Background: an optimization exercise with open tools, aiming at small area, a short achievable clock period and few clock cycles per item. Do not read the settings as production practice. No functional check of the RTL was part of any run shown here. No activity file was given, so power comes from the tool's default toggle rates.

## design.v

```verilog
package stt_pkg;
  localparam int unsigned LineBits   = 16;
  localparam int unsigned ColBits    = 16;
  localparam int unsigned OffsetBits = 32;
  localparam int unsigned LengthBits = 16;
  localparam int unsigned KindBits   = 5;
  typedef logic [LineBits-1:0]   line_t;
  typedef logic [ColBits-1:0]    col_t;
  typedef logic [OffsetBits-1:0] offset_t;
  typedef logic [LengthBits-1:0] length_t;
  localparam logic [7:0] ChNul   = 8'h00;
  localparam logic [7:0] ChTab   = 8'h09;
  localparam logic [7:0] ChLf    = 8'h0A;
  localparam logic [7:0] ChCr    = 8'h0D;
  localparam logic [7:0] ChSpace = 8'h20;
  localparam logic [7:0] ChBang  = 8'h21;
  localparam logic [7:0] ChDot   = 8'h2E;
  localparam logic [7:0] ChEq    = 8'h3D;
  localparam logic [7:0] ChUnder = 8'h5F;
  typedef enum logic [KindBits-1:0] {
    TK_ILLEGAL  = 5'd0,
    TK_EOF      = 5'd1,
    TK_IDENT    = 5'd2,
    TK_INT      = 5'd3,
    TK_DOUBLE   = 5'd4,
    TK_ASSIGN   = 5'd5,
    TK_EQ       = 5'd6,
    TK_BANG     = 5'd7,
    TK_NOT_EQ   = 5'd8,
    TK_PLUS     = 5'd9,
    TK_MINUS    = 5'd10,
    TK_ASTERISK = 5'd11,
    TK_SLASH    = 5'd12,
    TK_MODULO   = 5'd13,
    TK_SEMI     = 5'd14,
    TK_LPAREN   = 5'd15,
    TK_RPAREN   = 5'd16,
    TK_COMMA    = 5'd17,
    TK_LBRACE   = 5'd18,
    TK_RBRACE   = 5'd19,
    TK_LT       = 5'd20,
    TK_GT       = 5'd21
  } token_kind_e;
  typedef enum logic [2:0] {
    MODE_IDLE   = 3'd0,
    MODE_IDENT  = 3'd1,
    MODE_NUM    = 3'd2,
    MODE_NUMDOT = 3'd3,
    MODE_EQ     = 3'd4,
    MODE_BANG   = 3'd5
  } scan_mode_e;
  typedef struct packed {
    token_kind_e kind;
    line_t       line;
    col_t        col;
    offset_t     offset;
    length_t     len;
    logic        last;
  } tok_t;
  function automatic logic is_alpha(input logic [7:0] c);
    is_alpha = ((c >= 8'h61 && c <= 8'h7A) || (c >= 8'h41 && c <= 8'h5A) || (c == stt_pkg::ChUnder));
  endfunction
  function automatic logic is_digit(input logic [7:0] c);
    is_digit = (c >= 8'h30 && c <= 8'h39);
  endfunction
  function automatic logic is_space(input logic [7:0] c);
    is_space = ((c == stt_pkg::ChSpace) || (c == stt_pkg::ChTab) || (c == stt_pkg::ChLf) || (c == stt_pkg::ChCr));
  endfunction
  function automatic token_kind_e single_kind(input logic [7:0] c);
    token_kind_e k;
    unique case (c)
      8'h2B:   k = stt_pkg::TK_PLUS;
      8'h2D:   k = stt_pkg::TK_MINUS;
      8'h2A:   k = stt_pkg::TK_ASTERISK;
      8'h2F:   k = stt_pkg::TK_SLASH;
      8'h25:   k = stt_pkg::TK_MODULO;
      8'h3B:   k = stt_pkg::TK_SEMI;
      8'h28:   k = stt_pkg::TK_LPAREN;
      8'h29:   k = stt_pkg::TK_RPAREN;
      8'h2C:   k = stt_pkg::TK_COMMA;
      8'h7B:   k = stt_pkg::TK_LBRACE;
      8'h7D:   k = stt_pkg::TK_RBRACE;
      8'h3C:   k = stt_pkg::TK_LT;
      8'h3E:   k = stt_pkg::TK_GT;
      default: k = stt_pkg::TK_ILLEGAL;
    endcase
    single_kind = k;
  endfunction
  localparam int unsigned TokBits = KindBits + LineBits + ColBits + OffsetBits + LengthBits + 1;
  function automatic logic [TokBits-1:0] mk_tok(input token_kind_e kind, input line_t line,
                                                input col_t col, input offset_t offset,
                                                input length_t len);
    mk_tok = {kind, line, col, offset, len, 1'b0};
  endfunction
endpackage
module source_text_tokenizer (
  input  logic                             clk_i,
  input  logic                             rst_ni,
  input  logic                             txt_valid_i,
  output logic                             txt_ready_o,
  input  logic [7:0]                       txt_char_i,
  input  logic                             txt_end_i,
  output logic                             tok_valid_o,
  input  logic                             tok_ready_i,
  output logic [stt_pkg::KindBits-1:0]     tok_kind_o,
  output logic [stt_pkg::LineBits-1:0]     tok_line_o,
  output logic [stt_pkg::ColBits-1:0]      tok_col_o,
  output logic [stt_pkg::OffsetBits-1:0]   tok_offset_o,
  output logic [stt_pkg::LengthBits-1:0]   tok_length_o,
  output logic                             tok_last_o
);
  typedef struct packed {
    logic       e;
    logic       al;
    logic       dg;
    logic       dt;
    logic       eq;
    logic       bg;
    logic       lf;
    logic       sg;
    logic [4:0] sk;
  } cls_t;
  typedef struct packed {
    logic id;
    logic num;
    logic dot;    
    logic op;     
  } mode_t;
  typedef struct packed {
    logic       v;       
    logic       sa;      
    logic       sp;      
    logic       sb;      
    logic       last;
    logic       fin;     
    logic       stp;     
    logic       lrun;    
    logic [1:0] lsm;     
    logic [4:0] kind;
  } pres_t;
  function automatic cls_t classify(input logic [7:0] c, input logic end_i);
    cls_t r;
    logic e;
    e    = end_i || (c == stt_pkg::ChNul);
    r.e  = e;
    r.al = !e && stt_pkg::is_alpha(c);
    r.dg = !e && stt_pkg::is_digit(c);
    r.dt = !e && (c == stt_pkg::ChDot);
    r.eq = !e && (c == stt_pkg::ChEq);
    r.bg = !e && (c == stt_pkg::ChBang);
    r.lf = !e && (c == stt_pkg::ChLf);
    r.sg = !e && !stt_pkg::is_alpha(c) && !stt_pkg::is_digit(c) && !stt_pkg::is_space(c) &&
           (c != stt_pkg::ChEq) && (c != stt_pkg::ChBang);
    r.sk = stt_pkg::single_kind(c);
    classify = r;
  endfunction
  function automatic pres_t present(input cls_t x, input logic vld, input mode_t m,
                                    input logic bang, input logic seen, input logic ph);
    pres_t r;
    logic hold_dot, a_ex, c_ex, c_idle, special, sp_x;
    hold_dot = m.num && x.dt && !seen;
    a_ex     = (m.id && !x.al) || (m.num && !x.dg && !hold_dot) || (m.dot && !x.dg) || m.op;
    c_ex     = x.e || (x.sg && !hold_dot);
    c_idle   = x.e || x.sg;
    special  = m.dot && !x.dg;
    sp_x     = !(x.e || x.al || x.dg || x.eq || x.bg || x.sg);
    r.sa     = a_ex && !ph;
    r.sp     = !r.sa;
    r.sb     = special && ph;
    r.v      = vld && (a_ex || c_ex);
    if (r.sa) begin
      r.last = !special && !c_ex;
      r.fin  = !special && !c_ex;
      r.stp  = 1'b0;
      r.lrun = !m.op;
      r.lsm  = {x.eq, !x.eq};
      if (m.id)       r.kind = stt_pkg::TK_IDENT;
      else if (m.op)  r.kind = bang ? (x.eq ? stt_pkg::TK_NOT_EQ : stt_pkg::TK_BANG)
                                    : (x.eq ? stt_pkg::TK_EQ : stt_pkg::TK_ASSIGN);
      else            r.kind = (m.num && seen) ? stt_pkg::TK_DOUBLE : stt_pkg::TK_INT;
    end else if (r.sb) begin
      r.last = !c_idle;
      r.fin  = sp_x;
      r.stp  = !sp_x;
      r.lrun = 1'b0;
      r.lsm  = 2'd1;
      r.kind = stt_pkg::TK_ILLEGAL;
    end else begin
      r.last = 1'b1;
      r.fin  = 1'b1;
      r.stp  = 1'b0;
      r.lrun = 1'b0;
      r.lsm  = {1'b0, !x.e};
      r.kind = x.e ? stt_pkg::TK_EOF : x.sk;
    end
    present = r;
  endfunction
  logic cur_vld_q, skd_vld_q, cur_vld_d;
  cls_t cur_q, skd_q, in_cls, cur_d;
  mode_t            mode_q, mode_d;
  logic             bang_q, bang_d;    
  logic             seen_q, seen_d;    
  stt_pkg::line_t   line_q, line_d;
  stt_pkg::col_t    col_q, col_d, tsc_q;
  stt_pkg::offset_t off_q, off_d, tso_q;
  stt_pkg::length_t run_q, run_d;
  logic             ph_q, ph_d;        
  logic             ctop_q, otop_q;    
  pres_t            pr_q, pr_d;
  logic hold_dot, absorbed, start;
  logic take, consume, step, cur_free, in_xfer;
  logic adv, two, lf_adv, radv;
  logic off_top, col_top, run_top, oc1, cc1, rc1;
  assign hold_dot = mode_q.num && cur_q.dt && !seen_q;
  assign absorbed = (mode_q.id && cur_q.al) || (mode_q.num && cur_q.dg) || hold_dot ||
                    (mode_q.dot && cur_q.dg) || (mode_q.op && cur_q.eq);
  assign start    = !cur_q.e && !absorbed && (cur_q.al || cur_q.dg || cur_q.eq || cur_q.bg);
  assign tok_valid_o  = pr_q.v;
  assign tok_kind_o   = pr_q.kind;
  assign tok_last_o   = pr_q.last;
  assign tok_line_o   = line_q;
  assign tok_col_o    = ({16{pr_q.sa}} & tsc_q) |
                        ({16{pr_q.sp}} & {col_q[15:1], col_q[0] || (pr_q.sb && ctop_q)});
  assign tok_offset_o = ({32{pr_q.sa}} & tso_q) |
                        ({32{pr_q.sp}} & {off_q[31:1], off_q[0] || (pr_q.sb && otop_q)});
  assign tok_length_o = pr_q.lrun ? run_q : {14'd0, pr_q.lsm};
  assign take     = pr_q.v && tok_ready_i;
  assign step     = take && pr_q.stp;
  assign consume  = (cur_vld_q && !pr_q.v) || (take && pr_q.fin);
  assign cur_free = !cur_vld_q || consume;
  assign txt_ready_o = !skd_vld_q;
  assign in_xfer     = txt_valid_i && !skd_vld_q;
  assign in_cls      = classify(txt_char_i, txt_end_i);
  assign adv    = step || (consume && !cur_q.e && !hold_dot);
  assign two    = consume && mode_q.dot;
  assign lf_adv = consume && cur_q.lf;
  assign radv   = consume && (mode_q.id || mode_q.num || mode_q.dot) && absorbed && !hold_dot;
  assign off_top = &off_q[31:1];
  assign col_top = &col_q[15:1];
  assign run_top = &run_q[15:1];
  assign oc1     = adv && !off_top && (two || off_q[0]);
  assign cc1     = adv && !col_top && (two || col_q[0]);
  assign rc1     = radv && !run_top && (mode_q.dot || run_q[0]);
  always_comb begin
    cur_vld_d = cur_vld_q;
    cur_d     = cur_q;
    if (cur_free) begin
      cur_vld_d = skd_vld_q || in_xfer;
      cur_d     = skd_vld_q ? skd_q : in_cls;
    end
    ph_d = ph_q;
    if (consume || step) begin
      ph_d = 1'b0;
    end else if (take) begin
      ph_d = 1'b1;
    end
    off_d[0] = adv ? (off_top || (off_q[0] ^ !two)) : off_q[0];
    for (int i = 1; i < 32; i++) begin
      off_d[i] = off_q[i] ^ (oc1 && (&(off_q | ~((32'd1 << i) - 32'd2))));
    end
    line_d[0] = line_q[0] ^ (lf_adv && !(&line_q));
    for (int i = 1; i < 16; i++) begin
      line_d[i] = line_q[i] ^ (lf_adv && !(&line_q) && (&(line_q | ~((16'd1 << i) - 16'd1))));
    end
    col_d[0] = lf_adv || (adv ? (col_top || (col_q[0] ^ !two)) : col_q[0]);
    for (int i = 1; i < 16; i++) begin
      col_d[i] = !lf_adv && (col_q[i] ^ (cc1 && (&(col_q | ~((16'd1 << i) - 16'd2)))));
    end
    if (consume && start) begin
      run_d = stt_pkg::length_t'(1);
    end else begin
      run_d[0] = radv ? (run_top || (run_q[0] ^ !mode_q.dot)) : run_q[0];
      for (int i = 1; i < 16; i++) begin
        run_d[i] = run_q[i] ^ (rc1 && (&(run_q | ~((16'd1 << i) - 16'd2))));
      end
    end
    mode_d = mode_q;
    bang_d = bang_q;
    seen_d = seen_q;
    if (step) begin
      mode_d.dot = 1'b0;
    end else if (consume) begin
      mode_d.id  = start ? cur_q.al : (mode_q.id && cur_q.al);
      mode_d.num = start ? cur_q.dg : (mode_q.num && cur_q.dg) || (mode_q.dot && cur_q.dg);
      mode_d.dot = hold_dot;
      mode_d.op  = start && (cur_q.eq || cur_q.bg);
      if (start) begin
        bang_d = cur_q.bg;
        seen_d = 1'b0;
      end else if (mode_q.dot && cur_q.dg) begin
        seen_d = 1'b1;
      end
    end
    pr_d = present(cur_d, cur_vld_d, mode_d, bang_d, seen_d, ph_d);
  end
  always_ff @(posedge clk_i or negedge rst_ni) begin
    if (!rst_ni) begin
      cur_vld_q <= 1'b0;
      skd_vld_q <= 1'b0;
      ph_q      <= 1'b0;
      mode_q    <= '0;
      line_q    <= stt_pkg::line_t'(1);
      col_q     <= stt_pkg::col_t'(1);
      off_q     <= '0;
      pr_q.v    <= 1'b0;
    end else begin
      cur_vld_q <= cur_vld_d;
      skd_vld_q <= cur_free ? 1'b0 : (skd_vld_q || in_xfer);
      ph_q      <= ph_d;
      mode_q    <= mode_d;
      line_q    <= line_d;
      col_q     <= col_d;
      off_q     <= off_d;
      pr_q.v    <= pr_d.v;
    end
  end
  always_ff @(posedge clk_i) begin
    cur_q  <= cur_d;
    if (!skd_vld_q) begin
      skd_q <= in_cls;
    end
    if (consume && start) begin
      tsc_q <= col_q;
      tso_q <= off_q;
    end
    run_q  <= run_d;
    bang_q <= bang_d;
    seen_q <= seen_d;
    ctop_q <= col_top;
    otop_q <= off_top;
    {pr_q.sa, pr_q.sp, pr_q.sb, pr_q.last, pr_q.fin, pr_q.stp, pr_q.lrun, pr_q.lsm, pr_q.kind} <=
      {pr_d.sa, pr_d.sp, pr_d.sb, pr_d.last, pr_d.fin, pr_d.stp, pr_d.lrun, pr_d.lsm, pr_d.kind};
  end
endmodule
```

## flow/run.sh

```bash
#!/bin/bash
# The standard layout (standard.sh, the standard flow's own ORFS run) with these ORFS
# settings changed; make's full output goes to make.log here, each ORFS step's
# log to orfs/logs.
set -euo pipefail
export BUFFER_PORTS_ARGS="-buffer_cell sky130_fd_sc_hd__buf_1"
export SKIP_GATE_CLONING=1
bash standard.sh > make.log 2>&1
```

## standard.sh

```bash
#!/bin/bash
# synth_recipe.tcl (not shown) runs the flow's synth.tcl, then flattens the netlist and writes it again
# the make line also repeats each setting of config.mk as NAME=value (left out here)
make -C /OpenROAD-flow-scripts/flow DESIGN_CONFIG=/design/flow/config.mk WORK_HOME=/design/flow/orfs CLKGATE_MAP_FILE= SYNTH_SCRIPT=/design/flow/synth_recipe.tcl "${@:-finish}"
```

## config.mk

```make
export PLATFORM = sky130hd
export DESIGN_NAME = source_text_tokenizer
export DESIGN_NICKNAME = source_text_tokenizer
export VERILOG_FILES = /design/flow/design.v
export SDC_FILE = /design/flow/constraint.sdc
export NUM_CORES = 4
export LEC_CHECK = 0
export CAP_MARGIN = 20
export CORE_MARGIN = 2
export CORE_UTILIZATION = 40
export CTS_BUF_LIST = sky130_fd_sc_hd__clkbuf_8
export SETUP_SLACK_MARGIN = 2.4
export SLEW_MARGIN = 20
```

## constraint.sdc

```tcl
create_clock -name core_clock -period 5.0 [get_ports {clk_i}]
set_input_delay 1.0000 -clock core_clock [delete_from_list [all_inputs] [get_ports {clk_i}]]
set_output_delay 1.0000 -clock core_clock [all_outputs]
set_load 0.01 [all_outputs]
```

==> summary.txt, run 1 <==
Clocking
  – Clock Path Buffers: 2
  – Clk sink count: 180
  – Clock slew at the register clock pins of the worst setup and hold paths: 90 ps
  – Clock Latency Late Sink: 450 ps
  – CTS tree: yes
  – Root Buffer: clkbuf_8
  – Htree depth: 4
  – Num CTS Buffers: 17
  – Hold_buf cts: 0

GRT
  – Initial antenna violation count: 1
  – Global Route Usage Sum: 16.14%
  – Overflow after GRT: 0
  – Vias in the first global route: 5,291
  – First-pass GRT wire length: 27,630 um
  – Largest net degree at the start of global routing: 64

Yosys
  – Post-synth EDFFs: 49
  – Top cell type's share of synthesized area: 21.79%
  – Mapped Cells: 726
  – Post-synth ARST share: 40.00%
  – Net Count, Synth: 747
  – Unique masters post-synth: 74
  – Syn. warnings: 1
  – Main flop type after synthesis: dfrtp_1
  – Synth area leader: dfrtp_1
  – Synth Cell Area: 8040 sq um
  – Seq/Total Area, Yosys: 55.43%
  – Mapped Avg Cell Area: 11.07 sq um
  – Top cells by area, synth: dfrtp_1 22%, edfxtp_1 18%, dfxtp_1 15%
  – #FFs+latches synth: 180

Timing
  – Hold Slack: 454.1 ps
  – Period utilisation layout: 52.63%
  – Fmax: 0.3800 GHz
  – Relative slew slack: 45.50%
  – Max Clock Skew: 10.35 ps
  – Pins Over Slew Limit: 0
  – Worst setup margin: 2369 ps
  – Endpoints failing setup: 0
  – Final setup TNS: 0 ps
  – RSZ-0062 raised after global routing: true
  – Least-Margin Pin Slew: 817.5 ps
  – Final Critical Period: 2631 ps
  – Hold Vio Cnt, Final: 0

Detailed routing
  – Pre-Repair DR Iteration Count: 5
  – Remaining DRCs: 0
  – Post-DR vias/cell: 5.171
  – Routed WL: 17,110 um
  – Antenna viol nets, final: 0
  – Routed via count: 5,729
  – Initial DRC count: 303
  – Routed len/inst: 15.44 um

Run status
  – Status: complete, no violations

Cells and area
  – Nets: 851
  – Finished Cell Area: 9444 sq um
  – Final Util: 48.21%
  – Most frequent cells in the layout: 90 x buf_1, 68 x dfrtp_1, 56 x dfxtp_1
  – Antenna diode instance count: 0
  – Most common cell after layout, fill and taps aside: buf_1
  – # fillers: 1,847
  – Layout area overhead: 17.46%
  – Layout cell share with drive strength beyond 1: 15.66%

Critical path
  – Critical-path maximum fanout: 15
  – R2R setup slack: 2390 ps
  – Worst setup path end: pr_q[10]$_DFF_P_
  – Critical path required time: 5340 ps
  – Crit. Startpoint: txt_char_i[0]
  – Worst Setup End Kind: flip-flop
  – RR Startpoint: mode_q[1]$_DFF_PN0_
  – Worst R2R End: pr_q[10]$_DFF_P_
  – CP Data Arrival Time: 2970 ps
  – FF-to-FF path depth: 8
  – Setup CP Type: primary input to flip-flop
  – Crit path launch type: primary input

Floorplanning
  – I/O pin total: 101
  – Row cnt: 51
  – Die area: 21,250 sq um
  – Core Region: 19,590 sq um
  – Die Wd: 145.8 um
  – Initial Util: 41.04%
  – Vert. Die Dim: 145.8 um

Placement
  – RD Place Congestion: 0.8478
  – Detailed Place HPWL: 11,080 um
  – DP Area: 8635 sq um
  – Port Buf Inserts: 100
  – Worst slack, placed: 1259 ps

Pwr
  – Leakage power: 3.769 nW
  – Pwr dens: 396.8 nW/um^2
  – Worst vdd ir: 0.2076 mV

Run
  – Max-cap check violation count: 0

Hold path
  – Worst min path class: flip-flop to flip-flop
-- cell type report --
type / instances / area [sq um] / share of cell area [%]
Sequential cell: 180 / 4468 / 47.31
Tap cell: 265 / 331.6 / 3.511
Timing Repair Buffer: 123 / 670.6 / 7.101
Clock buffer: 18 / 247.7 / 2.623
Clock inverter: 14 / 102.6 / 1.086
Multi-Input combinational cell: 484 / 3528 / 37.36
Inverter: 24 / 95.09 / 1.007
-- worst min-delay path by stage --
stage / start / to / slack [ps] / cells past startpoint
final: cur_q[4]$_DFF_P_ / cur_q[4]$_DFF_P_ / 450 / 2
after global routing: off_q[0]$_DFFE_PN0N_ / tso_q[0]$_DFFE_PP_ / 460 / 0
after CTS: off_q[0]$_DFFE_PN0N_ / tso_q[0]$_DFFE_PP_ / 460 / 0
after detailed placement: off_q[0]$_DFFE_PN0N_ / tso_q[0]$_DFFE_PP_ / 430 / 0
after global placement: off_q[0]$_DFFE_PN0N_ / tso_q[0]$_DFFE_PP_ / 430 / 0
after floorplan: cur_q[4]$_DFF_P_ / cur_q[4]$_DFF_P_ / 410 / 2
-- cells in the mapped netlist (all sizes together), types with 8 or more instances --
| master | number |
|---|---|
| nor2 | 46 |
| xnor2 | 41 |
| o21ai | 17 |
| a22o | 48 |
| dfrtp | 70 |
| inv | 24 |
| edfxtp | 49 |
| ha | 8 |
| nor3 | 16 |
| nand3 | 36 |
| nand2 | 54 |
| mux2 | 10 |
| dfxtp | 59 |
| clkbuf | 20 |
| a21oi | 18 |
| buf | 18 |
| xor2 | 26 |
| and2 | 21 |
| and3 | 20 |
| nand4 | 19 |
-- stage by stage --
stage               power [mW]  instances
floorplan                2.465        726
global placement         2.714       1055
detailed placement       2.723       1055
CTS                      3.693       1096
global route             3.964       1108
finish                   3.748       1108
-- critical path, stage by stage --
cell      delay [ps]
buf_4            160
or4_4            540
a21oi_2          160
or4b_4           160
o31ai_4           70
o2111a_2         300
buf_4            140
a311oi_2         320
nor2_1           100
-- report_power, final --
part           switching [mW]  internal, mW
Clock                   0.536         0.360
Sequential              0.151          1.69
Combinational           0.578         0.431
-- flip-flops by register name (all words and copies together), names as in the netlist, 4 cells and up --
register  cells
tso_q        32
skd_q        13
cur_q        13
line_q       16
tsc_q        16
col_q        16
pr_q         15
run_q        16
mode_q        4
off_q        32
-- timing repair --
item,4_1_cts,5_1_grt
setup buffers,9,12
gates resized for setup,25,38
pin swaps,3,5
gates cloned,0,0
endpoints found under the setup margin,76,40
-- layer usage --
layer	part of all wire [%]	up-vias	track usage [%]	wire length [um]
li1	-	2844	-	-
met1	48	2755	22.87	8256
met2	46	111	24.74	7847
met3	4.6	17	3.668	784
met4	1.2	2	4.804	210
met5	0.064	-	0	11
-- logic make-up (layout without fill, tap and decap cells) --
family | count (synthesis) | count (layout) | share of synthesized area, %
xor+xnor | 67 | 67 | 7.298
flops | 180 | 180 | 55.43
fa+ha+maj | 9 | 9 | 1.369
compound gates | 137 | 137 | 13.52
simple gates | 257 | 257 | 16.99
buf+inv | 62 | 179 | 3.439
mux | 14 | 14 | 1.945
==> run 2, diff against run 1 <==
--- a/config.mk
+++ b/config.mk
@@ -10,4 +10,4 @@
 export CORE_UTILIZATION = 40
 export CTS_BUF_LIST = sky130_fd_sc_hd__clkbuf_8
-export SETUP_SLACK_MARGIN = 2.4
+export SETUP_SLACK_MARGIN = 2.25
 export SLEW_MARGIN = 20
==> run 2 against run 1 <==
Combinational power down 17%. Register-to-register slack better by 20 ps. Fmax down 2.3%. Via count down 1.4%. Non-clock buffer count down 15. Final cell count down 1.4%. Sequential power up 2%. Critical path type unchanged. Largest power group unchanged. Highest routed layer is now met4.
==> summary.txt, run 2 <==
Yosys
  – #FFs+latches synth: 180 (unchanged)
  – Syn. warnings: 1 (unchanged)
  – Post-synth EDFFs: 49 (unchanged)
  – Net Count, Synth: 747 (unchanged)
  – Unique masters post-synth: 74 (unchanged)
  – Synth Area in Adders: 1.369% (unchanged)
  – Synth Cell Area: 8040 sq um (unchanged)
  – Synth cell count leaders: 70 x dfrtp_1, 59 x dfxtp_1, 54 x nand2_1
  – XOR/XNOR Fraction of Synth Area: 7.298% (unchanged)
  – Mapped Avg Cell Area: 11.07 sq um (unchanged)
  – Synth Area in Compound Gates: 13.52% (unchanged)
  – Post-synth ARST share: 40.00% (unchanged)
  – Top cells by area, synth: dfrtp_1 22%, edfxtp_1 18%, dfxtp_1 15%
  – Seq/Total Area, Yosys: 55.43% (unchanged)
  – Synth area leader: dfrtp_1
  – Main flop type after synthesis: dfrtp_1
  – Fraction of synthesized area in multiplexers: 1.945% (unchanged)
  – Mapped Cells: 726 (unchanged)
  – Largest family of logic cells by synthesized area: simple AND/OR/NAND/NOR gates
  – Most common cell in the netlist: dfrtp_1
  – Post-Synth Simple-Gate Area: 16.99% (unchanged)
  – Top cell type's share of synthesized area: 21.79% (unchanged)

Cells and area
  – Most common cell after layout, fill and taps aside: buf_1
  – Cell Count, Final, Fillers Out: 1,093 (-1.4%)
  – Layout area overhead: 15.00%
  – Finished Cell Area: 9246 sq um (-2.1%)
  – Layout cell share with drive strength beyond 1: 12.32% (-3.3 points)
  – Nets: 836 (-1.8%)
  – Antenna diode instance count: 0 (unchanged)
  – # fillers: 1,862 (+0.81%)
  – Regs by FF count: off_q x32, tso_q x32
  – Most frequent cells in the layout: 92 x buf_1, 70 x dfrtp_1, 57 x dfxtp_1

Detailed routing
  – Initial DRC count: 300 (-0.99%)
  – Routed WL: 16,800 um (-1.8%)
  – Antenna viol nets, final: 0 (unchanged)
  – Post-DR vias/cell: 5.169 (about the same)
  – Routed via count: 5,650 (-1.4%)
  – Remaining DRCs: 0 (unchanged)
  – Routed len/inst: 15.37 um (-0.45%)
  – Pre-Repair DR Iteration Count: 4 (-1)

Critical path
  – Slowest stage delay, CP: 580 ps (+40 ps)
  – Crit. Startpoint: txt_char_i[1]
  – Critical path buffer and inverter count: 2 (unchanged)
  – CP Data Arrival Time: 3040 ps (+70 ps)
  – Crit path launch type: primary input
  – Critical path required time: 5350 ps (about the same)
  – RR Startpoint: pr_q[14]$_DFF_PN0_
  – Setup CP Type: primary input to flip-flop
  – Critical-path cell list: clkbuf_4 > or4_4 > a21oi_2 > or4b_1 > o31ai_2 > o2111a_2 > or2_4 > inv_2 > a21o_1
  – Delay-heaviest family, CP: simple AND/OR/NAND/NOR gates
  – Worst Setup End Kind: flip-flop
  – Critical-path maximum fanout: 18 (+3)
  – Critical path's slowest cell: or4b_1

GRT
  – Largest net degree at the start of global routing: 73 (+14%)
  – Overflow after GRT: 0 (unchanged)
  – Vias in the first global route: 5,197 (-1.8%)
  – Initial antenna violation count: 0 (-1)
  – Global Route Usage Sum: 15.74% (-0.40 points)
  – First-pass GRT wire length: 27,090 um (-1.9%)

Run
  – Max-cap check violation count: 0 (unchanged)

Timing
  – Least-Margin Pin Slew: 957.3 ps (+139.8 ps)
  – Endpoints failing setup: 0 (unchanged)
  – RSZ-0062 raised after global routing: false
  – Relative slew slack: 35.69% (-9.8 points)
  – Pins Over Slew Limit: 0 (unchanged)
  – Final setup TNS: 0 ps (unchanged)
  – Fmax: 0.3712 GHz (-2.3%)
  – Period utilisation layout: 53.88% (+1.3 points)
  – Hold Vio Cnt, Final: 0 (unchanged)
  – Max Clock Skew: 9.854 ps (-0.4948 ps)
  – Final Critical Period: 2694 ps (+62.75 ps)

Clocking
  – Clock Path Buffers: 2 (unchanged)
  – Clock slew at the register clock pins of the worst setup and hold paths: 90 ps (about the same)
  – Num CTS Buffers: 17 (unchanged)
  – Htree depth: 4 (unchanged)
  – CTS tree: yes
  – Clk sink count: 180 (unchanged)
  – Hold_buf cts: 0 (unchanged)
  – Clock Latency Late Sink: 460 ps (about the same)
  – Root Buffer: clkbuf_8

Floorplanning
  – Core Region: 19,590 sq um (unchanged)
  – Vert. Die Dim: 145.8 um (unchanged)
  – Row cnt: 51 (unchanged)
  – Die Wd: 145.8 um (unchanged)
  – Initial Util: 41.04% (unchanged)
  – Die area: 21,250 sq um (unchanged)
  – I/O pin total: 101 (unchanged)

Placement
  – Placed insts: 1,055 (unchanged)
  – Detailed Place HPWL: 11,220 um (+1.3%)
  – DP Area: 8623 sq um (-0.13%)
  – Port Buf Inserts: 100 (unchanged)
  – RD Place Congestion: 0.8761 (+3.3%)

Hold path
  – Worst min path class: flip-flop to flip-flop
  – Worst Min Path Start: off_q[0]$_DFFE_PN0N_

Pwr
  – Leakage power: 3.677 nW (-2.5%)
  – Worst vdd ir: 0.2245 mV (+8.1%)
  – Pwr dens: 408.8 nW/um^2 (+3.0%)

Run status
  – Status: complete, no violations
-- run 2: cell count changes in the layout (fill, tap and decap cells not counted), moves of 3 or more --
cell and delta:
clkbuf_4 +3, buf_6 -3, buf_4 -16, bufinv_16 +3
-- run 2: report_power, final --
part           total [mW]  internal [mW]  switching [mW]
combinational       0.841          0.343           0.498
clock                1.06          0.529           0.529
sequential           1.88           1.69           0.193
total                3.78           2.56            1.22
-- run 2: area by class of cell --
class / instances / area [sq um] / share of cell area [%]
timing repair buffer: 108 / 486.7 / 5.264
sequential: 180 / 4464 / 48.28
tap: 265 / 331.6 / 3.586
clock buffer: 19 / 261.5 / 2.828
clock inverter: 13 / 168.9 / 1.827
multi-input combinational: 484 / 3438 / 37.19
inverter: 24 / 95.09 / 1.028
-- run 2: cells by family after synthesis --
group           Yosys count
compound gates          137
xor+xnor                 67
fa+ha+maj                 9
buf+inv                  62
flops                   180
mux                      14
simple gates            257
-- run 2: worst paths after layout --
kind,to,slack (ps),cells after the start
max,pr_q[0]$_DFF_P_,2310,9
min,tso_q[0]$_DFFE_PP_,460,0
max reg2reg,pr_q[2]$_DFF_P_,2410,8
min reg2reg,tso_q[0]$_DFFE_PP_,460,0
max in group asynchronous,col_q[15]$_DFF_PN0_,3830,2
min in group asynchronous,off_q[9]$_DFF_PN0_,650,2
-- run 2: routing by layer --
| layer | global-route usage [%] | share of wire, % | vias to the layer above |
|---|---|---|---|
| li1 | - | - | 2799 |
| met1 | 21.76 | 49 | 2739 |
| met2 | 24.79 | 47 | 102 |
| met3 | 3.856 | 3.7 | 10 |
| met4 | 4.265 | 0.92 | 0 |
| met5 | 0 | 0 | - |
-- run 2: worst reg2reg max path, delay by kind of cell (launching register included) --
kind | cells | cell delay [ps]
compound gates | 2 | 180
flops | 1 | 500
buf+inv | 1 | 170
simple gates | 5 | 1640
-- run 2: stage by stage --
step	utilization (%)	hold slack [ps]	setup WS, ps	power, mW
floorplan	-	405.4	2120	2.457
global placement	44.02	426.3	1353	2.710
detailed placement	44.02	439.9	1277	2.718
CTS	46.42	462.6	2248	3.799
global route	47.20	476.7	2232	4.002
finish	47.20	458.2	2306	3.780
-- run 2: repair_timing --
action	4_1_cts	5_1_grt
buffers inserted	1	5
setup endpoints to repair	68	37
resized for setup	13	21
pin swaps	1	2
==> run 3, diff against run 2 <==
--- a/design.v
+++ b/design.v
@@ -130,9 +130,9 @@
     logic       v;       
     logic       sa;      
-    logic       sp;      
     logic       sb;      
     logic       last;
     logic       fin;     
     logic       stp;     
+    logic       spl;     
     logic       lrun;    
     logic [1:0] lsm;     
@@ -166,10 +166,11 @@
     sp_x     = !(x.e || x.al || x.dg || x.eq || x.bg || x.sg);
     r.sa     = a_ex && !ph;
-    r.sp     = !r.sa;
     r.sb     = special && ph;
     r.v      = vld && (a_ex || c_ex);
+    r.spl    = 1'b0;
     if (r.sa) begin
       r.last = !special && !c_ex;
       r.fin  = !special && !c_ex;
+      r.spl  = !special && c_ex;
       r.stp  = 1'b0;
       r.lrun = !m.op;
@@ -206,4 +207,7 @@
   stt_pkg::length_t run_q, run_d;
   logic             ph_q, ph_d;        
+  logic             pend_q;            
+  logic             y_none;            
+  pres_t            spl_tok;
   logic             ctop_q, otop_q;    
   pres_t            pr_q, pr_d;
@@ -220,12 +224,12 @@
   assign tok_last_o   = pr_q.last;
   assign tok_line_o   = line_q;
-  assign tok_col_o    = ({16{pr_q.sa}} & tsc_q) |
-                        ({16{pr_q.sp}} & {col_q[15:1], col_q[0] || (pr_q.sb && ctop_q)});
-  assign tok_offset_o = ({32{pr_q.sa}} & tso_q) |
-                        ({32{pr_q.sp}} & {off_q[31:1], off_q[0] || (pr_q.sb && otop_q)});
+  assign tok_col_o    = pr_q.sa ? tsc_q : {col_q[15:1], col_q[0] || (pr_q.sb && ctop_q)};
+  assign tok_offset_o = pr_q.sa ? tso_q : {off_q[31:1], off_q[0] || (pr_q.sb && otop_q)};
   assign tok_length_o = pr_q.lrun ? run_q : {14'd0, pr_q.lsm};
   assign take     = pr_q.v && tok_ready_i;
+  assign y_none   = !(cur_q.e || cur_q.sg);
   assign step     = take && pr_q.stp;
-  assign consume  = (cur_vld_q && !pr_q.v) || (take && pr_q.fin);
+  assign consume  = cur_vld_q && (!pr_q.v || (take && pr_q.fin && (!pend_q || y_none)) ||
+                                  (take && pr_q.spl));
   assign cur_free = !cur_vld_q || consume;
   assign txt_ready_o = !skd_vld_q;
@@ -250,5 +254,5 @@
     end
     ph_d = ph_q;
-    if (consume || step) begin
+    if (consume || step || (pend_q && take)) begin
       ph_d = 1'b0;
     end else if (take) begin
@@ -292,5 +296,18 @@
       end
     end
-    pr_d = present(cur_d, cur_vld_d, mode_d, bang_d, seen_d, ph_d);
+    spl_tok      = '0;
+    spl_tok.v    = 1'b1;
+    spl_tok.sa   = 1'b1;
+    spl_tok.last = 1'b1;
+    spl_tok.fin  = 1'b1;
+    spl_tok.lsm  = {1'b0, !cur_q.e};
+    spl_tok.kind = cur_q.e ? stt_pkg::TK_EOF : cur_q.sk;
+    if (take && pr_q.spl) begin
+      pr_d = spl_tok;
+    end else if (pend_q && !take) begin
+      pr_d = pr_q;
+    end else begin
+      pr_d = present(cur_d, cur_vld_d, mode_d, bang_d, seen_d, ph_d);
+    end
   end
   always_ff @(posedge clk_i or negedge rst_ni) begin
@@ -299,4 +316,5 @@
       skd_vld_q <= 1'b0;
       ph_q      <= 1'b0;
+      pend_q    <= 1'b0;
       mode_q    <= '0;
       line_q    <= stt_pkg::line_t'(1);
@@ -308,4 +326,5 @@
       skd_vld_q <= cur_free ? 1'b0 : (skd_vld_q || in_xfer);
       ph_q      <= ph_d;
+      pend_q    <= take ? pr_q.spl : pend_q;
       mode_q    <= mode_d;
       line_q    <= line_d;
@@ -320,5 +339,5 @@
       skd_q <= in_cls;
     end
-    if (consume && start) begin
+    if ((consume && start) || (take && pr_q.spl)) begin
       tsc_q <= col_q;
       tso_q <= off_q;
@@ -329,6 +348,6 @@
     ctop_q <= col_top;
     otop_q <= off_top;
-    {pr_q.sa, pr_q.sp, pr_q.sb, pr_q.last, pr_q.fin, pr_q.stp, pr_q.lrun, pr_q.lsm, pr_q.kind} <=
-      {pr_d.sa, pr_d.sp, pr_d.sb, pr_d.last, pr_d.fin, pr_d.stp, pr_d.lrun, pr_d.lsm, pr_d.kind};
+    {pr_q.sa, pr_q.sb, pr_q.last, pr_q.fin, pr_q.stp, pr_q.spl, pr_q.lrun, pr_q.lsm, pr_q.kind} <=
+      {pr_d.sa, pr_d.sb, pr_d.last, pr_d.fin, pr_d.stp, pr_d.spl, pr_d.lrun, pr_d.lsm, pr_d.kind};
   end
 endmodule
==> run 3 against run 2 <==
Still clean. Total power is 23% lower. Sequential share of layout area is 3.3 points lower. Clock-buffer cell count is 1 lower. Routed wire length is 9.9% higher. Critical path depth stayed put. First-iteration DRC count is 5.0% lower. Design area is 9.3% higher. Clock skew is 5.8 ps higher. Sequential cell count is 1 higher. Fmax is 4.0% lower. Register-to-register slack worse by 180 ps. Combinational power is 66% lower. Critical path type unchanged. Largest cell class unchanged. Largest power group unchanged. Highest routed layer unchanged.
==> summary.txt, run 3 <==
Run status
  – Status: complete, no violations

Pwr
  – Leakage power: 4.212 nW (+15%)
  – Clock network power share: 33.3% (+5.3 points)
  – Reg power frac: 56.8% (+7.0 points)
  – Pwr dens: 288.0 nW/um^2 (-30%)
  – Total Power: 2.910 mW (-23%)
  – Switching share of power: 25.46% (-6.8 points)
  – Worst vdd ir: 0.1576 mV (-30%)
  – Switching power total: 740.9 uW (-39%)
  – Int Pwr: 2.169 mW (-15%)
  – Comb pwr share: 9.9% (-12 points)

Critical path
  – Critical path's slowest cell: mux2_4
  – Critical-path maximum fanout: 9 (-9)
  – CP Data Arrival Time: 3010 ps (-30 ps)
  – Critical path required time: 5200 ps (-150 ps)
  – Setup CP Type: primary input to flip-flop
  – Worst Setup End Kind: flip-flop
  – Crit path launch type: primary input
  – Delay-heaviest family, CP: compound AO/OA/AOI/OAI gates
  – Critical path buffer and inverter count: 1 (-1)
  – Slowest stage delay, CP: 360 ps (-220 ps)
  – Critical-path cell list: buf_8 > nand3_4 > o22a_4 > nor4_4 > mux2_4 > ha_4 > o21a_1 > o211a_1 > a221o_1

Clocking
  – Root Buffer: clkbuf_8
  – Num CTS Buffers: 17 (unchanged)
  – CTS tree: yes
  – Htree depth: 4 (unchanged)
  – Clock Path Buffers: 2 (unchanged)
  – Clock Latency Late Sink: 450 ps (about the same)
  – Clock slew at the register clock pins of the worst setup and hold paths: 90 ps (about the same)
  – Clk sink count: 181 (+0.56%)

Yosys
  – Net Count, Synth: 788 (+5.5%)
  – Top cells by area, synth: dfrtp_1 21%, edfxtp_1 19%, dfxtp_1 12%
  – Mapped Cells: 767 (+5.6%)
  – Mapped Avg Cell Area: 11.14 sq um (+0.61%)
  – Most common cell in the netlist: dfrtp_1
  – Main flop type after synthesis: dfrtp_1
  – Post-synth EDFFs: 55 (+12%)
  – Synth cell count leaders: 71 x dfrtp_1, 65 x nand2_1, 61 x nor2_1
  – Syn. warnings: 1 (unchanged)
  – Seq/Total Area, Yosys: 53.15% (-2.3 points)
  – Top cell type's share of synthesized area: 20.79% (-1.0 points)
  – Synth Cell Area: 8546 sq um (+6.3%)
  – Synth area leader: dfrtp_1
  – Unique masters post-synth: 86 (+16%)
  – #FFs+latches synth: 181 (+0.56%)
  – Post-synth ARST share: 40.33% (+0.33 points)

Floorplanning
  – Core Region: 21,020 sq um (+7.3%)
  – Row cnt: 53 (+3.9%)
  – Die Wd: 150.2 um (+3.0%)
  – Vert. Die Dim: 150.2 um (+3.0%)
  – Initial Util: 40.65% (-0.39 points)
  – I/O pin total: 101 (unchanged)
  – Die area: 22,550 sq um (+6.1%)

GRT
  – Vias in the first global route: 5,808 (+12%)
  – Global Route Usage Sum: 16.71% (+0.97 points)
  – Overflow after GRT: 0 (unchanged)
  – Largest net degree at the start of global routing: 49 (-33%)
  – First-pass GRT wire length: 29,900 um (+10%)
  – Initial antenna violation count: 0 (unchanged)

Cells and area
  – Nets: 909 (+8.7%)
  – Antenna diode instance count: 0 (unchanged)
  – # fillers: 1,958 (+5.2%)
  – Layout area overhead: 18.23%
  – Regs by FF count: off_q x32, tso_q x32
  – Layout cell share with drive strength beyond 1: 21.86% (+9.5 points)
  – Most common cell after layout, fill and taps aside: buf_1
  – Most frequent cells in the layout: 91 x buf_1, 69 x dfrtp_1, 63 x nand2_1

Placement
  – Port Buf Inserts: 100 (unchanged)
  – Worst slack, placed: 982.5 ps (-294.2 ps)
  – Detailed Place HPWL: 12,330 um (+9.9%)
  – RD Place Congestion: 0.8850 (+1.0%)

Timing
  – Hold Vio Cnt, Final: 0 (unchanged)
  – Period utilisation layout: 56.12% (+2.2 points)
  – Relative slew slack: 47.62% (+12 points)
  – Endpoints failing setup: 0 (unchanged)
  – Final setup TNS: 0 ps (unchanged)
  – Worst setup margin: 2194 ps (-112.2 ps)
  – Final Critical Period: 2806 ps (+112.2 ps)
  – Fmax: 0.3564 GHz (-4.0%)
  – Pins Over Slew Limit: 0 (unchanged)
  – Max Clock Skew: 15.65 ps (+5.801 ps)
  – RSZ-0062 raised after global routing: true
  – Least-Margin Pin Slew: 778.6 ps (-178.7 ps)

Detailed routing
  – Routed via count: 6,077 (+7.6%)
  – Routed len/inst: 15.70 um (+2.1%)
  – Post-DR vias/cell: 5.168 (about the same)
  – Pre-Repair DR Iteration Count: 5 (+1)
  – Antenna viol nets, final: 0 (unchanged)
  – Remaining DRCs: 0 (unchanged)
  – Initial DRC count: 285 (-5.0%)
  – Routed WL: 18,470 um (+9.9%)

Hold path
  – Worst min path class: flip-flop to flip-flop

Run
  – Max-cap check violation count: 0 (unchanged)
-- run 3: changes by cell type after synthesis, moves of 7 or more --
cell,before,now
xnor2_1,41,31
nor2_1,46,61
o21ai_0,15,22
a22o_1,48,2
nand2_1,54,65
mux2_2,9,52
xor2_1,26,39
-- run 3: final cells by class --
class                           instances  area [sq um]  area share (%)
Clock buffer                           18         247.7           2.452
Clock inverter                         14         137.6           1.362
Inverter                               23         86.33          0.8545
Multi-Input combinational cell        525          3973           39.32
Sequential cell                       181          4549           45.03
Tap cell                              275         344.1           3.406
Timing Repair Buffer                  140         765.7           7.579
-- run 3: power by group through the flow --
| stage | Combinational [mW] | Sequential [mW] | Clock [mW] |
|---|---|---|---|
| after floorplan | 0.195 | 1.66 | 0 |
| after global placement | 0.263 | 1.68 | 0 |
| after detailed placement | 0.267 | 1.69 | 0 |
| after CTS | 0.288 | 1.65 | 1.00 |
| after global routing | 0.323 | 1.66 | 1.07 |
| final | 0.289 | 1.65 | 0.969 |
-- run 3: path summary, 6_finish.rpt --
| kind | from | endpoint | slack (ps) | cells after the start |
|---|---|---|---|---|
| worst min register to register | skd_q[4]$_DFF_P_ | skd_q[4]$_DFF_P_ | 460 | 2 |
| worst max-delay path | tok_ready_i | pr_q[1]$_DFFE_PP_ | 2190 | 9 |
| worst min-delay path | skd_q[4]$_DFF_P_ | skd_q[4]$_DFF_P_ | 460 | 2 |
| worst max register to register | cur_q[12]$_DFF_P_ | pr_q[1]$_DFFE_PP_ | 2230 | 8 |
| max in group asynchronous | rst_ni | pr_q[14]$_DFFE_PN0P_ | 3480 | 2 |
| min in group asynchronous | rst_ni | off_q[5]$_DFF_PN0_ | 510 | 1 |
-- run 3: per-stage QoR --
step                      hold WS (ps)  cells  instance area (sq um)  util [%]
final                            465.0   1176                  10100     48.06
after detailed placement         447.3   1110                   9288     44.18
after global routing             489.8   1176                  10100     48.06
after floorplan                  417.0    767                   8738         -
after global placement           440.4   1110                   9288     44.18
after CTS                        472.5   1170                  10010     47.60
-- run 3: cell families after synthesis --
logic type / count (synthesis) / share of synthesized area [%]
AND/OR/NAND/NOR: 279 / 17.53
multiplexers: 57 / 7.643
flip-flops: 181 / 53.15
AO/OA/AOI/OAI: 111 / 10.15
adder cells (fa/ha/maj): 8 / 1.171
XOR/XNOR: 70 / 7.174
buffers and inverters: 61 / 3.192
-- run 3: routing by layer --
| metal | GRT usage (%) | vias up | wire length (um) |
|---|---|---|---|
| li1 | - | 2987 | - |
| met1 | 23.38 | 2929 | 8942 |
| met2 | 26.87 | 144 | 8650 |
| met3 | 2.939 | 17 | 687 |
| met4 | 4.528 | 0 | 186 |
| met5 | 0 | - | 0 |
-- run 3: repair_timing --
action	4_1_cts	5_1_grt
setup buffers	28	6
gates resized for setup	39	17
endpoints found under the setup margin	68	88
hold buffers	0	0
pin swaps	16	4
cloned	0	0
endpoints found under the hold margin	0	0
-- run 3: worst register-to-register path: cells and delay by family (launching register included) --
kind | cells | cell delay, ps
DFF | 1 | 410
adders and majority gates | 1 | 210
muxes | 1 | 360
AOI/OAI and AO/OA | 5 | 1210
and+or+nand+nor | 1 | 350
==> run 4, diff against run 3 <==
--- a/design.v
+++ b/design.v
@@ -134,5 +134,4 @@
     logic       fin;     
     logic       stp;     
-    logic       spl;     
     logic       lrun;    
     logic [1:0] lsm;     
@@ -168,9 +167,7 @@
     r.sb     = special && ph;
     r.v      = vld && (a_ex || c_ex);
-    r.spl    = 1'b0;
     if (r.sa) begin
       r.last = !special && !c_ex;
       r.fin  = !special && !c_ex;
-      r.spl  = !special && c_ex;
       r.stp  = 1'b0;
       r.lrun = !m.op;
@@ -207,11 +204,8 @@
   stt_pkg::length_t run_q, run_d;
   logic             ph_q, ph_d;        
-  logic             pend_q;            
-  logic             y_none;            
-  pres_t            spl_tok;
   logic             ctop_q, otop_q;    
   pres_t            pr_q, pr_d;
   logic hold_dot, absorbed, start;
-  logic take, consume, step, cur_free, in_xfer;
+  logic take, consume, step, cur_free, in_xfer, skd_sp, dbl_ok, dbl;
   logic adv, two, lf_adv, radv;
   logic off_top, col_top, run_top, oc1, cc1, rc1;
@@ -228,15 +222,16 @@
   assign tok_length_o = pr_q.lrun ? run_q : {14'd0, pr_q.lsm};
   assign take     = pr_q.v && tok_ready_i;
-  assign y_none   = !(cur_q.e || cur_q.sg);
   assign step     = take && pr_q.stp;
-  assign consume  = cur_vld_q && (!pr_q.v || (take && pr_q.fin && (!pend_q || y_none)) ||
-                                  (take && pr_q.spl));
+  assign consume  = (cur_vld_q && !pr_q.v) || (take && pr_q.fin);
   assign cur_free = !cur_vld_q || consume;
-  assign txt_ready_o = !skd_vld_q;
-  assign in_xfer     = txt_valid_i && !skd_vld_q;
+  assign skd_sp      = !(skd_q.e || skd_q.al || skd_q.dg || skd_q.eq || skd_q.bg || skd_q.sg);
+  assign dbl_ok      = ph_q && !mode_q.dot && cur_q.sg && skd_vld_q && skd_sp;
+  assign dbl         = dbl_ok && take;
+  assign txt_ready_o = !skd_vld_q || (dbl_ok && tok_ready_i);
+  assign in_xfer     = txt_valid_i && txt_ready_o;
   assign in_cls      = classify(txt_char_i, txt_end_i);
   assign adv    = step || (consume && !cur_q.e && !hold_dot);
-  assign two    = consume && mode_q.dot;
-  assign lf_adv = consume && cur_q.lf;
+  assign two    = consume && (mode_q.dot || dbl);
+  assign lf_adv = consume && (cur_q.lf || (dbl && skd_q.lf));
   assign radv   = consume && (mode_q.id || mode_q.num || mode_q.dot) && absorbed && !hold_dot;
   assign off_top = &off_q[31:1];
@@ -250,9 +245,9 @@
     cur_d     = cur_q;
     if (cur_free) begin
-      cur_vld_d = skd_vld_q || in_xfer;
-      cur_d     = skd_vld_q ? skd_q : in_cls;
+      cur_vld_d = (skd_vld_q && !dbl) || in_xfer;
+      cur_d     = (skd_vld_q && !dbl) ? skd_q : in_cls;
     end
     ph_d = ph_q;
-    if (consume || step || (pend_q && take)) begin
+    if (consume || step) begin
       ph_d = 1'b0;
     end else if (take) begin
@@ -296,18 +291,5 @@
       end
     end
-    spl_tok      = '0;
-    spl_tok.v    = 1'b1;
-    spl_tok.sa   = 1'b1;
-    spl_tok.last = 1'b1;
-    spl_tok.fin  = 1'b1;
-    spl_tok.lsm  = {1'b0, !cur_q.e};
-    spl_tok.kind = cur_q.e ? stt_pkg::TK_EOF : cur_q.sk;
-    if (take && pr_q.spl) begin
-      pr_d = spl_tok;
-    end else if (pend_q && !take) begin
-      pr_d = pr_q;
-    end else begin
-      pr_d = present(cur_d, cur_vld_d, mode_d, bang_d, seen_d, ph_d);
-    end
+    pr_d = present(cur_d, cur_vld_d, mode_d, bang_d, seen_d, ph_d);
   end
   always_ff @(posedge clk_i or negedge rst_ni) begin
@@ -316,5 +298,4 @@
       skd_vld_q <= 1'b0;
       ph_q      <= 1'b0;
-      pend_q    <= 1'b0;
       mode_q    <= '0;
       line_q    <= stt_pkg::line_t'(1);
@@ -326,5 +307,4 @@
       skd_vld_q <= cur_free ? 1'b0 : (skd_vld_q || in_xfer);
       ph_q      <= ph_d;
-      pend_q    <= take ? pr_q.spl : pend_q;
       mode_q    <= mode_d;
       line_q    <= line_d;
@@ -339,5 +319,5 @@
       skd_q <= in_cls;
     end
-    if ((consume && start) || (take && pr_q.spl)) begin
+    if (consume && start) begin
       tsc_q <= col_q;
       tso_q <= off_q;
@@ -348,6 +328,6 @@
     ctop_q <= col_top;
     otop_q <= off_top;
-    {pr_q.sa, pr_q.sb, pr_q.last, pr_q.fin, pr_q.stp, pr_q.spl, pr_q.lrun, pr_q.lsm, pr_q.kind} <=
-      {pr_d.sa, pr_d.sb, pr_d.last, pr_d.fin, pr_d.stp, pr_d.spl, pr_d.lrun, pr_d.lsm, pr_d.kind};
+    {pr_q.sa, pr_q.sb, pr_q.last, pr_q.fin, pr_q.stp, pr_q.lrun, pr_q.lsm, pr_q.kind} <=
+      {pr_d.sa, pr_d.sb, pr_d.last, pr_d.fin, pr_d.stp, pr_d.lrun, pr_d.lsm, pr_d.kind};
   end
 endmodule
==> run 4 against run 3 <==
Still clean. Clock skew shrank 5.7 ps. Core utilization grew 0.33 points. Sequential cell count shrank 2. Synthesized cell count shrank 1.4%. Critical endpoint is now txt_ready_o. Highest routed layer unchanged.
==> summary.txt, run 4 <==
Run status
  – Status: complete, no violations

Timing
  – RSZ-0062 raised after global routing: true
  – Hold Vio Cnt, Final: 0 (unchanged)
  – Fmax: 0.3369 GHz (-5.5%)
  – Least-Margin Pin Slew: 811.3 ps (+32.77 ps)
  – Endpoints failing setup: 0 (unchanged)
  – Final setup TNS: 0 ps (unchanged)
  – Final Critical Period: 2968 ps (+162.0 ps)
  – Relative slew slack: 45.91% (-1.7 points)
  – Max Clock Skew: 9.937 ps (-5.718 ps)
  – Period utilisation layout: 59.36% (+3.2 points)
  – Pins Over Slew Limit: 0 (unchanged)

Critical path
  – Delay-heaviest family, CP: simple AND/OR/NAND/NOR gates
  – Critical path's slowest cell: or4b_4
  – Critical-path maximum fanout: 4 (-5)
  – Critical path required time: 4000 ps (-1200 ps)
  – Critical path buffer and inverter count: 2 (+1)
  – RR Startpoint: skd_q[10]$_DFFE_PN_
  – Crit path launch type: primary input
  – Critical-path cell list: buf_8 > or4b_4 > nor3_4 > nand2b_4 > buf_6
  – Worst R2R End: pr_q[2]$_DFF_P_
  – Slowest stage delay, CP: 490 ps (+130 ps)
  – R2R setup slack: 2130 ps (-100 ps)
  – Setup CP Type: primary input to output pin
  – FF-to-FF path depth: 7 (-1)
  – Worst Setup End Kind: output pin
  – CP Data Arrival Time: 1970 ps (-1040 ps)

Cells and area
  – Nets: 893 (-1.8%)
  – Layout area overhead: 17.99%
  – Most common cell after layout, fill and taps aside: buf_1
  – Antenna diode instance count: 0 (unchanged)
  – Regs by FF count: off_q x32, tso_q x32
  – Most frequent cells in the layout: 91 x buf_1, 69 x dfrtp_1, 62 x edfxtp_1
  – Layout cell share with drive strength beyond 1: 20.02% (-1.8 points)
  – Final Util: 48.39% (+0.33 points)

Clocking
  – Clock Latency Late Sink: 460 ps (about the same)
  – Clock slew at the register clock pins of the worst setup and hold paths: 90 ps (about the same)
  – Clock Path Buffers: 2 (unchanged)
  – CTS tree: yes
  – Clk sink count: 179 (-1.1%)
  – Htree depth: 4 (unchanged)
  – Num CTS Buffers: 17 (unchanged)
  – Root Buffer: clkbuf_8

Yosys
  – Seq/Total Area, Yosys: 54.68% (+1.5 points)
  – Mapped Cells: 756 (-1.4%)
  – Unique masters post-synth: 82 (-4.7%)
  – Syn. warnings: 1 (unchanged)
  – Synth area leader: edfxtp_1
  – Top cells by area, synth: edfxtp_1 22%, dfrtp_1 21%, dfxtp_1 11%
  – #FFs+latches synth: 179 (-1.1%)
  – Main flop type after synthesis: dfrtp_1
  – Top cell type's share of synthesized area: 22.29% (+1.5 points)
  – Synth cell count leaders: 70 x dfrtp_1, 62 x edfxtp_1, 59 x nor2_1
  – Fraction of synthesized area in multiplexers: 6.996% (-0.65 points)
  – Largest family of logic cells by synthesized area: simple AND/OR/NAND/NOR gates
  – Net Count, Synth: 777 (-1.4%)
  – Post-Synth Simple-Gate Area: 18.29% (+0.77 points)
  – Post-synth EDFFs: 62 (+13%)
  – Synth Area in Compound Gates: 8.629% (-1.5 points)
  – Post-synth ARST share: 40.22% (-0.11 points)
  – Most common cell in the netlist: dfrtp_1
  – XOR/XNOR Fraction of Synth Area: 7.026% (-0.15 points)
  – Synth Cell Area: 8352 sq um (-2.3%)
  – Synth Area in Adders: 1.199% (+0.027 points)
  – Mapped Avg Cell Area: 11.05 sq um (-0.85%)

Placement
  – RD Place Congestion: 0.8441 (-4.6%)
  – Detailed Place HPWL: 12,360 um (+0.29%)
  – Port Buf Inserts: 100 (unchanged)

Detailed routing
  – Metal3 WL: 647 um (-5.8%)
  – Antenna viol nets, final: 0 (unchanged)
  – Post-DR vias/cell: 5.177 (+0.18%)
  – Met1 WL: 8614 um (-3.7%)
  – Routed via count: 5,974 (-1.7%)
  – Routed len/inst: 15.63 um (-0.45%)
  – Pre-Repair DR Iteration Count: 4 (-1)
  – Routed WL: 18,040 um (-2.3%)
  – Remaining DRCs: 0 (unchanged)
  – Initial DRC count: 299 (+4.9%)
  – WL met2: 8589 um (-0.71%)
  – DR top layer: met4

Floorplanning
  – Core Region: 20,360 sq um (-3.1%)
  – Vert. Die Dim: 148.5 um (-1.1%)
  – Row cnt: 52 (-1.9%)
  – Die area: 22,050 sq um (-2.2%)
  – I/O pin total: 101 (unchanged)
  – Die Wd: 148.5 um (-1.1%)
  – Initial Util: 41.01% (+0.36 points)

Pwr
  – Pwr dens: 481.1 nW/um^2 (+67%)
  – Reg power frac: 44.6% (-12 points)
  – Switching power total: 1.705 mW (+130%)
  – Clock network power share: 21.7% (-12 points)
  – Comb pwr share: 33.7% (+24 points)
  – Total Power: 4.741 mW (+63%)
  – Int Pwr: 3.036 mW (+40%)
  – Worst vdd ir: 0.2236 mV (+42%)
  – Leakage power: 4.090 nW (-2.9%)
  – Switching share of power: 35.96% (+10 points)

GRT
  – Vias in the first global route: 5,674 (-2.3%)
  – Largest net degree at the start of global routing: 61 (+24%)
  – Global Route Usage Sum: 16.79% (+0.075 points)
  – Overflow after GRT: 0 (unchanged)
  – Initial antenna violation count: 0 (unchanged)
  – First-pass GRT wire length: 29,540 um (-1.2%)

Hold path
  – Worst min path class: primary input to async pin

Run
  – Max-cap check violation count: 0 (unchanged)
run 4: how the worst max path moves through the flow:
stage	slack, ps	cells after the start	from	end
floorplan	1910	10	tok_ready_i	off_q[25]$_DFF_PN0_
global placement	1390	8	tok_ready_i	pr_q[2]$_DFF_P_
detailed placement	1280	8	tok_ready_i	pr_q[2]$_DFF_P_
CTS	1970	5	tok_ready_i	txt_ready_o
global route	2000	4	skd_q[10]$_DFFE_PN_	txt_ready_o
finish	2030	5	tok_ready_i	txt_ready_o
run 4: kinds of logic after synthesis:
family                     Yosys count
muxes                               52
buffers and inverters               61
and+or+nand+nor                    284
adders and majority gates            8
AOI/OAI and AO/OA                  105
DFF                                179
xor gates and xnor gates            67
run 4: layer usage:
| metal | vias up | track usage (%) |
|---|---|---|
| li1 | 2943 | - |
| met1 | 2911 | 23.39 |
| met2 | 107 | 26.57 |
| met3 | 13 | 3.190 |
| met4 | 0 | 5.381 |
| met5 | - | 0 |
run 4: worst register-to-register path: cells and delay by family, from the launching register on:
family | cells | cell delay [ps]
compound gates | 4 | 1080
simple gates | 2 | 960
flops | 1 | 400
mux | 1 | 340
run 4: timing repair:
action	4_1_cts	5_1_grt
pin swaps	5	12
resized for setup	30	13
setup buffers	10	16
hold buffers	0	0
endpoints found under the setup margin	115	85
run 4: area by class of cell:
class | count | area (sq um)
Fill cell | 1919 | 10510
Multi-Input combinational cell | 516 | 3762
Inverter | 26 | 97.59
Sequential cell | 179 | 4572
Tap cell | 270 | 337.8
Timing Repair Buffer | 132 | 674.4
Clock inverter | 14 | 176.4
Clock buffer | 17 | 234.0
run 4: power by group through the flow:
stage | registers, mW | logic, mW | clock network (mW)
floorplan | 2.06 | 1.13 | 0
global placement | 2.16 | 1.44 | 0
detailed placement | 2.18 | 1.45 | 0
CTS | 2.13 | 1.56 | 1.06
global route | 2.16 | 1.76 | 1.12
finish | 2.11 | 1.60 | 1.03
run 4: stage by stage:
step                setup slack [ps]  hold slack (ps)  std cells  area (sq um)
floorplan                       1905            417.9        756          8489
global placement                1388            429.5       1097          9057
detailed placement              1282            438.5       1097          9057
CTS                             1966            374.9       1138          9664
global route                    2003            382.9       1154          9854
finish                          2032            400.6       1154          9854
==> run 5, diff against run 4 <==
--- a/config.mk
+++ b/config.mk
@@ -10,4 +10,4 @@
 export CORE_UTILIZATION = 40
 export CTS_BUF_LIST = sky130_fd_sc_hd__clkbuf_8
-export SETUP_SLACK_MARGIN = 2.25
+export SETUP_SLACK_MARGIN = 2.35
 export SLEW_MARGIN = 20
==> run 5 against run 4 <==
Sequential cell count unchanged. Die area unchanged. First-iteration DRC count increased by 5.7%. Critical endpoint is now pr_q[3]$_DFF_P_. Fmax decreased by 0.59%. Largest cell class unchanged. Still clean on timing, DRC and antenna. Total power increased by 15%. Register-to-register slack got worse by 20 ps.
==> summary.txt, run 5 <==
Run status
  – Status: complete, no violations

Clocking
  – CTS tree: yes
  – Num CTS Buffers: 17 (unchanged)
  – Clock slew at the register clock pins of the worst setup and hold paths: 100 ps (about the same)
  – Clock Latency Late Sink: 460 ps (about the same)
  – Htree depth: 4 (unchanged)
  – Clock Path Buffers: 2 (unchanged)
  – Root Buffer: clkbuf_8
  – Hold_buf cts: 0 (unchanged)
  – Clk sink count: 179 (unchanged)

Critical path
  – Delay-heaviest family, CP: compound AO/OA/AOI/OAI gates
  – Critical-path maximum fanout: 6 (+2)
  – Critical path's slowest cell: or4b_4
  – Worst Setup End Kind: flip-flop
  – Most Frequent Cell on Critical Path: buf_6
  – Critical path required time: 5380 ps (+1380 ps)
  – FF-to-FF path depth: 10 (+3)
  – Critical path buffer and inverter count: 4 (+2)
  – CP Data Arrival Time: 3360 ps (+1390 ps)
  – R2R setup slack: 2110 ps (-20 ps)
  – Critical-path cell list: buf_8 > or4b_4 > buf_6 > buf_6 > o31a_4 > nor4_4 > o22ai_2 > a21oi_2 > o2bb2ai_4 > buf_6 > o31ai_2
  – Worst R2R End: pr_q[3]$_DFF_P_
  – Setup CP Type: primary input to flip-flop
  – Slowest stage delay, CP: 490 ps (about the same)
  – Crit path launch type: primary input
  – RR Startpoint: skd_q[8]$_DFFE_PN_

Floorplanning
  – I/O pin total: 101 (unchanged)
  – Row cnt: 52 (unchanged)
  – Die area: 22,050 sq um (unchanged)
  – Vert. Die Dim: 148.5 um (unchanged)
  – Initial Util: 41.01% (unchanged)
  – Die Wd: 148.5 um (unchanged)
  – Core Region: 20,360 sq um (unchanged)

Timing
  – Endpoints failing setup: 0 (unchanged)
  – Final Critical Period: 2986 ps (+17.69 ps)
  – Fmax: 0.3349 GHz (-0.59%)
  – Pins Over Slew Limit: 0 (unchanged)
  – RSZ-0062 raised after global routing: true
  – Hold Vio Cnt, Final: 0 (unchanged)
  – Least-Margin Pin Slew: 945.7 ps (+134.3 ps)
  – Relative slew slack: 36.96% (-9.0 points)
  – Final setup TNS: 0 ps (unchanged)
  – Period utilisation layout: 59.72% (+0.35 points)
  – Max Clock Skew: 14.79 ps (+4.854 ps)

Yosys
  – Net Count, Synth: 777 (unchanged)
  – Syn. warnings: 1 (unchanged)
  – #FFs+latches synth: 179 (unchanged)
  – Most common cell in the netlist: dfrtp_1
  – Unique masters post-synth: 82 (unchanged)
  – Post-synth EDFFs: 62 (unchanged)
  – Synth cell count leaders: 70 x dfrtp_1, 62 x edfxtp_1, 59 x nor2_1
  – Mapped Cells: 756 (unchanged)
  – Seq/Total Area, Yosys: 54.68% (unchanged)
  – Synth area leader: edfxtp_1
  – Mapped Avg Cell Area: 11.05 sq um (unchanged)
  – Main flop type after synthesis: dfrtp_1
  – Post-synth ARST share: 40.22% (unchanged)
  – Top cell type's share of synthesized area: 22.29% (unchanged)
  – Top cells by area, synth: edfxtp_1 22%, dfrtp_1 21%, dfxtp_1 11%
  – Synth Cell Area: 8352 sq um (unchanged)

Cells and area
  – Regs by FF count: off_q x32, tso_q x32
  – Most frequent cells in the layout: 69 x dfrtp_1, 62 x edfxtp_1, 55 x nor2_1
  – Layout area overhead: 28.37%
  – Finished Cell Area: 10,720 sq um (+8.8%)
  – Final Util: 52.65% (+4.3 points)
  – Antenna diode instance count: 0 (unchanged)
  – Nets: 921 (+3.1%)
  – Layout cell share with drive strength beyond 1: 29.57% (+9.6 points)
  – Most common cell after layout, fill and taps aside: dfrtp_1

GRT
  – GR Layer Usage met1: 24.41% (+1.0 points)
  – Busiest layer in global routing: met2
  – Met3 GRT Util: 3.650% (+0.46 points)
  – Initial antenna violation count: 0 (unchanged)
  – Overflow after GRT: 0 (unchanged)
  – Vias in the first global route: 5,858 (+3.2%)
  – Met2 GRT Util: 27.48% (+0.90 points)
  – Global Route Usage Sum: 17.35% (+0.56 points)
  – Largest net degree at the start of global routing: 73 (+20%)
  – First-pass GRT wire length: 30,340 um (+2.7%)

Run
  – Max-cap check violation count: 0 (unchanged)

Placement
  – Detailed Place HPWL: 11,950 um (-3.3%)
  – DP Area: 9069 sq um (+0.12%)
  – RD Place Congestion: 0.7996 (-5.3%)
  – Port Buf Inserts: 100 (unchanged)

Detailed routing
  – Remaining DRCs: 0 (unchanged)
  – Routed WL: 19,440 um (+7.8%)
  – Routed via count: 6,142 (+2.8%)
  – Post-DR vias/cell: 5.192 (+0.29%)
  – Initial DRC count: 316 (+5.7%)
  – Pre-Repair DR Iteration Count: 5 (+1)
  – Antenna viol nets, final: 0 (unchanged)
  – Routed len/inst: 16.43 um (+5.1%)

Hold path
  – Worst min path class: flip-flop to flip-flop
  – Hold Path Sink: tso_q[30]$_DFFE_PP_
  – WHS Path Cells: 0
  – Worst Min Path Start: off_q[30]$_DFF_PN0_

Pwr
  – Pwr dens: 510.5 nW/um^2 (+6.1%)
  – Worst vdd ir: 0.3013 mV (+35%)
  – Leakage power: 4.566 nW (+12%)
[run 5: cell count changes in the layout (fill, tap and decap cells not counted), moves of 5 or more]
cell      change
mux2_4       +27
buf_4         +6
mux2_2       -26
o21ai_2       +5
buf_6        +40
clkbuf_2     +15
buf_1        -45
o21ai_0       -5
buf_12        +9
[run 5: final cells by class]
cell class | count | area (sq um)
Fill cell | 1830 | 9643
Sequential cell | 179 | 4571
Multi-Input combinational cell | 516 | 3983
Timing Repair Buffer | 160 | 1301
Tap cell | 270 | 337.8
Clock buffer | 18 | 247.7
Clock inverter | 14 | 183.9
Inverter | 26 | 97.59
[run 5: metrics by stage]
stage	hold slack, ps	power [mW]	worst slack (ps)	instances
global placement	426.1	3.589	1222	1097
floorplan	417.9	3.186	1905	756
finish	455.0	5.474	2014	1183
detailed placement	434.1	3.611	1085	1097
global route	488.4	5.795	1976	1183
CTS	458.9	5.036	1988	1164
[run 5: logic make-up (layout without fill, tap and decap cells)]
kind of cell | after synthesis | after routing | share of synthesized area (%)
simple gates | 284 | 284 | 18.29
mux | 52 | 52 | 6.996
flops | 179 | 179 | 54.68
compound gates | 105 | 105 | 8.629
fa+ha+maj | 8 | 8 | 1.199
buf+inv | 61 | 218 | 3.176
xor+xnor | 67 | 67 | 7.026
[run 5: report_power, final]
part           leakage, nW  switching [mW]  internal (mW)
logic                 2.42            1.13           1.16
registers             1.93           0.233           1.89
clock network        0.217           0.579          0.486
total                 4.57            1.95           3.53
[run 5: routing by layer]
layer / vias up / routed length (um)
li1: 2994 / -
met1: 3009 / 9082
met2: 117 / 9337
met3: 22 / 790
met4: 0 / 232
met5: - / 0
[run 5: timing repair]
action / 4_1_cts / 5_1_grt
buffers inserted: 35 / 19
endpoints found under the setup margin: 119 / 124
pin swaps: 14 / 20
gates resized for setup: 68 / 167
cloned: 0 / 0
[run 5: worst max-delay path by stage]
stage / start / endpoint / slack (ps) / cells after the start
global route: tok_ready_i / pr_q[3]$_DFF_P_ / 1980 / 11
global placement: tok_ready_i / pr_q[2]$_DFF_P_ / 1220 / 8
CTS: tok_ready_i / txt_ready_o / 1990 / 5
detailed placement: tok_ready_i / pr_q[2]$_DFF_P_ / 1090 / 8
finish: tok_ready_i / pr_q[3]$_DFF_P_ / 2010 / 11
floorplan: tok_ready_i / off_q[25]$_DFF_PN0_ / 1910 / 10

[separate check: timing with driven ports]
Ports are ideal in the flow. The routed layouts listed here were re-timed in OpenROAD.
Step 1 (the two cells are an assumption about what drives the block):
set clk [get_ports {clk_i}]
set_driving_cell -lib_cell sky130_fd_sc_hd__clkbuf_16 $clk
set_driving_cell -lib_cell sky130_fd_sc_hd__buf_2 [delete_from_list [all_inputs] $clk]
Step 2 adds t to the input delays and takes it off the output delays; t is the mean of the earliest and latest rising clock arrival at the registers after step 1. Input paths then give back, and output paths get back, about the clock's delay inside the block.
Slacks: ideal / step 1 / step 2; pairs: ideal / step 1.
run | t (ns) | setup WS [ns] | worst hold slack (ns) | worst register clock-pin slew, ns | worst data-port slew with drivers (ns)
run 1 | 0.484 | 2.369 / 2.384 / 1.900 | 0.454 / 0.454 / 0.454 | 0.10 / 0.10 | 0.06
run 2 | 0.490 | 2.306 / 2.321 / 1.831 | 0.458 / 0.458 / 0.458 | 0.09 / 0.09 | 0.06
run 3 | 0.486 | 2.194 / 2.185 / 1.699 | 0.465 / 0.465 / 0.465 | 0.09 / 0.09 | 0.06
run 4 | 0.491 | 2.032 / 1.961 / 1.529 | 0.401 / 0.384 / 0.461 | 0.10 / 0.10 | 0.07
run 5 | 0.491 | 2.014 / 1.952 / 1.498 | 0.455 / 0.455 / 0.455 | 0.11 / 0.11 | 0.06
After both steps setup and hold are still met in every run listed. For run 5, which loses most, drivers alone change the setup slack by -0.062 ns; drivers and shift together by -0.516 ns.
